From an optimization exercise on the open Yosys and OpenROAD flow, aimed at small area; shortcuts taken in it are not production practice. RTL that was checked went through simulation tests only; none was proved equivalent to the original. Power figures rest on the tool's default switching activity, not on a simulated workload.

old:
Design operand_fetch_stage, start of the top module:
module operand_fetch_stage #(
    parameter int DATA_W    = 32,
    parameter int REG_SEL_W = 5
) (
    input  logic                 clk,
    input  logic                 rst,
    input  logic                 flush,
    input  logic                 in_valid,
    output logic                 in_ready,
    input  logic [REG_SEL_W-1:0] in_rs1_addr,
    input  logic                 in_rs1_en,
    input  logic [REG_SEL_W-1:0] in_rs2_addr,
    input  logic                 in_rs2_en,
    input  logic [REG_SEL_W-1:0] in_rd_addr,
    input  logic                 in_rd_en,
    input  logic [3:0]           in_funct3,
    input  logic [7:0]           in_funct7,
    input  logic [DATA_W:0]      in_imm,
    input  logic [6:0]           in_opcode,
    input  logic                 wb_en,
    input  logic [REG_SEL_W-1:0] wb_addr,
    input  logic [DATA_W-1:0]    wb_data,
    output logic                 out_valid,
    input  logic                 out_ready,
    output logic [DATA_W:0]      out_rs1,
    output logic [DATA_W:0]      out_rs2,
    output logic [REG_SEL_W:0]   out_rd,
    output logic [3:0]           out_funct3,
    output logic [7:0]           out_funct7,
    output logic [DATA_W:0]      out_imm,
    output logic [6:0]           out_opcode
);
Size: about 3300 cells after synthesis, about 46000 um2 of cells after synthesis.
Settings: LEC_CHECK=0, CAP_MARGIN=20, CORE_MARGIN=2, CORE_UTILIZATION=40, CTS_BUF_LIST=sky130_fd_sc_hd__clkbuf_4 sky130_fd_sc_hd__clkbuf_8, SLEW_MARGIN=20; clock period 4.0 ns.
run.sh (not shown) runs the stock make flow with config.mk's settings and CLKGATE_MAP_FILE= SYNTH_SCRIPT=/design/flow/synth_recipe.tcl, a recipe that flattens the netlist after the stock synthesis.
Nothing crashed in old and all stages finished; the problem is that the final layout failed, the offending checks being negative setup slack.
The following lists how new was set up differently from old:
--- a/flow/config.mk
+++ b/flow/config.mk
@@ -11 +10,0 @@
-export CTS_BUF_LIST = sky130_fd_sc_hd__clkbuf_4 sky130_fd_sc_hd__clkbuf_8
==> notes.md <==
Taking old as the reference, in new area of the die comparable; setup slack now larger; met3 layer usage reported by global route now smaller. For the total wirelength of the detailed-routed design, new came in about 1.8% lower than old did. The flow completed for new, but it is not clean: the layout still shows negative setup slack.

---

== alpha ==
Another version of the RTL of operand_fetch_stage (not shown whole).
Size in the first run: ~2200 cells after synthesis, about 1100 flip-flops, about 240 I/O pins.
==> flow/config.mk <==
export PLATFORM = sky130hd
export DESIGN_NAME = operand_fetch_stage
export DESIGN_NICKNAME = operand_fetch_stage
export VERILOG_FILES = /design/flow/design.v
export SDC_FILE = /design/flow/constraint.sdc
export NUM_CORES = 4
export LEC_CHECK = 0
export CAP_MARGIN = 10
export CORE_MARGIN = 2
export CORE_UTILIZATION = 70
export PLACE_DENSITY = 0.8
export SETUP_SLACK_MARGIN = 0.1
export SLEW_MARGIN = 10
export SYNTH_HIERARCHICAL = 1
export SYNTH_MINIMUM_KEEP_SIZE = 0
==> flow/constraint.sdc <==
create_clock -name core_clock -period 4.0 [get_ports {clk}]
set_input_delay 0.8000 -clock core_clock [delete_from_list [all_inputs] [get_ports {clk}]]
set_output_delay 0.8000 -clock core_clock [all_outputs]
set_load 0.01 [all_outputs]
standard.sh (not shown) runs the stock make flow with config.mk's settings and CLKGATE_MAP_FILE= SYNTH_SCRIPT=/design/flow/synth_recipe.tcl, a recipe that flattens the netlist after the stock synthesis.
==> flow/flow/run.sh <==
#!/bin/bash
# Standard layout (the standard.sh), with buf_1 port buffers and a clock
# tree of larger sink clusters and no dummy loads. Each step's full log is in
# orfs/logs; make's own output goes to standard.log.
export BUFFER_PORTS_ARGS="-buffer_cell sky130_fd_sc_hd__buf_1"
export CTS_ARGS="-sink_clustering_enable -repair_clock_nets -dont_use_dummy_load -buf_list {sky130_fd_sc_hd__clkbuf_16} -sink_clustering_size 24 -sink_clustering_max_diameter 80"
bash standard.sh > standard.log 2>&1
To summarise alpha: no stage aborted, but the layout did not pass its checks, failing on setup timing.
The inputs of beta differ from those of alpha as listed below.
--- a/flow/flow/run.sh
+++ b/flow/flow/run.sh
@@ -6,0 +7 @@
+export RECOVER_POWER=100
--- a/flow/config.mk
+++ b/flow/config.mk
@@ -10,2 +10,2 @@
-export CORE_UTILIZATION = 70
-export PLACE_DENSITY = 0.8
+export CORE_UTILIZATION = 60
+export PLACE_DENSITY = 0.7
Notes after the runs:
beta ran in full, but the layout does not pass; the checks complain about capacitance limit, slew limit, setup timing.
The final report for alpha shows a completed flow and a layout that fails verification, specifically setup timing.
In beta the clock power turned out about 2% higher than in alpha.
Going from alpha to beta, worst relative slew slack dropped 77 points, switching power summed over all nets shows no meaningful change, sequential share of layout area increased 0.89 points.

---

operand_fetch_stage again, from the RTL that the note above started with.
// operand_fetch_stage
module operand_fetch_stage #(
    parameter int DATA_W    = 32,
    parameter int REG_SEL_W = 5
) (
    input  logic                 clk,
    input  logic                 rst,
    input  logic                 flush,
    input  logic                 in_valid,
    output logic                 in_ready,
    input  logic [REG_SEL_W-1:0] in_rs1_addr,
    input  logic                 in_rs1_en,
    input  logic [REG_SEL_W-1:0] in_rs2_addr,
    input  logic                 in_rs2_en,
    input  logic [REG_SEL_W-1:0] in_rd_addr,
    input  logic                 in_rd_en,
    input  logic [3:0]           in_funct3,
    input  logic [7:0]           in_funct7,
    input  logic [DATA_W:0]      in_imm,
    input  logic [6:0]           in_opcode,
    input  logic                 wb_en,
    input  logic [REG_SEL_W-1:0] wb_addr,
    input  logic [DATA_W-1:0]    wb_data,
    output logic                 out_valid,
    input  logic                 out_ready,
    output logic [DATA_W:0]      out_rs1,
    output logic [DATA_W:0]      out_rs2,
    output logic [REG_SEL_W:0]   out_rd,
    output logic [3:0]           out_funct3,
    output logic [7:0]           out_funct7,
    output logic [DATA_W:0]      out_imm,
    output logic [6:0]           out_opcode
);
==> flow/config.mk <==
export PLATFORM = sky130hd
export DESIGN_NAME = operand_fetch_stage
export DESIGN_NICKNAME = operand_fetch_stage
export VERILOG_FILES = /design/flow/design.v
export SDC_FILE = /design/flow/constraint.sdc
export NUM_CORES = 4
export LEC_CHECK = 0
export CAP_MARGIN = 5
export CORE_MARGIN = 2
export CORE_UTILIZATION = 60
export PLACE_DENSITY = 0.7
export SETUP_SLACK_MARGIN = 0.1
export SLEW_MARGIN = 5
export SYNTH_HIERARCHICAL = 1
export SYNTH_MINIMUM_KEEP_SIZE = 0
==> flow/constraint.sdc <==
create_clock -name core_clock -period 4.0 [get_ports {clk}]
set_input_delay 0.8000 -clock core_clock [delete_from_list [all_inputs] [get_ports {clk}]]
set_output_delay 0.8000 -clock core_clock [all_outputs]
set_load 0.01 [all_outputs]
==> flow/flow/run.sh <==
#!/bin/bash
# Standard layout (the standard.sh), with buf_1 port buffers and a clock
# tree of larger sink clusters and no dummy loads. Each step's full log is in
# orfs/logs; make's own output goes to standard.log.
export BUFFER_PORTS_ARGS="-buffer_cell sky130_fd_sc_hd__buf_1"
export CTS_ARGS="-sink_clustering_enable -repair_clock_nets -dont_use_dummy_load -buf_list {sky130_fd_sc_hd__clkbuf_16} -sink_clustering_size 24 -sink_clustering_max_diameter 80"
bash standard.sh > standard.log 2>&1
Rerun with:
Settings changed: CAP_MARGIN 5 to 10, SLEW_MARGIN 5 to 10.
The changed run completed with no timing, DRC or antenna violations. Sequential share of layout area hardly moves. Register-to-register slack is about the same. Die area is unchanged. Fmax barely changes.

---

Another version of the RTL of operand_fetch_stage (not shown whole).
Size: ~1,100 flip-flops, roughly 240 I/O pins, about 0.043 mm^2 of cells after synthesis.
clock: 4.0 ns
lec_check: 0
cap_margin: 0
core_margin: 2
core_utilization: 60
place_density: 0.7
setup_slack_margin: 0.1
slew_margin: 0
synth_hierarchical: 1
synth_minimum_keep_size: 0
Scripts as last shown in full above: flow/flow/run.sh
The starting point finished but failed the layout checks on negative setup slack.
Edit:
==> flow/run.sh (new file) <==
#!/bin/bash
# synth_recipe.tcl (not shown) runs the flow's synth.tcl, then flattens the netlist and writes it again
# the make line also repeats each setting of config.mk as NAME=value (left out here)
make -C /OpenROAD-flow-scripts/flow DESIGN_CONFIG=/design/flow/config.mk WORK_HOME=/design/flow/orfs CLKGATE_MAP_FILE= SYNTH_SCRIPT=/design/flow/synth_recipe.tcl finish
Settings changed: CAP_MARGIN 0 to 20, SETUP_SLACK_MARGIN 0.1 to unset, SLEW_MARGIN 0 to 20.
removed: flow/flow/run.sh
removed: flow/standard.sh
After rerunning: The new run reached the layout checks and failed them: negative setup slack. Worst setup slack degrades by 0.019 ns. First-iteration DRC count rises by a few percent. Die area stays the same. Wire length drops slightly. Global-route usage came out lower by 0.40 points. Synthesized cell count stays the same. Fmax falls slightly. Power increases by about a fifth.
Function was not checked in any run of this note: the RTL went through the layout flow alone.

static timing again, ports no longer ideal:
Ports are ideal in the flow. The routed layouts listed here were re-timed in OpenROAD.
Step 1, drivers: a clkbuf_16 drives clk and a buf_2 each remaining input, both assumed.
Step 2 moves the port delays by t, midway between the first and last clock arrival at a register: inputs arrive t later, outputs are due t later. That takes back most of the time a late clock gives input paths.
a / b / c = no drivers / after step 1 / after step 2; a / b = the first two.
run	shift t [ns]	setup slack, ns	hold slack, ns
old	0.949	-0.347 / -0.427 / 0.521	0.479 / 0.428 / 1.146
new	0.800	-0.211 / -0.288 / 0.512	0.638 / 0.591 / 1.091
alpha	0.688	-0.122 / -0.186 / 0.502	0.319 / 0.277 / 0.698
beta	0.708	-0.014 / -0.081 / -0.594	0.307 / 0.267 / 0.975
the first run of note 3	0.703	0.068 / 0.002 / 0.705	0.312 / 0.271 / 0.974
the second run of note 3	0.703	0.058 / -0.008 / 0.695	0.310 / 0.270 / 0.973
the first run of note 4	0.716	-0.005 / -0.080 / 0.468	0.291 / 0.240 / 0.956
the second run of note 4	0.742	-0.024 / -0.092 / 0.650	0.662 / 0.618 / 1.047
The setup slack of beta, which loses most, moves by -0.067 ns with the drivers and by -0.580 ns with both steps.
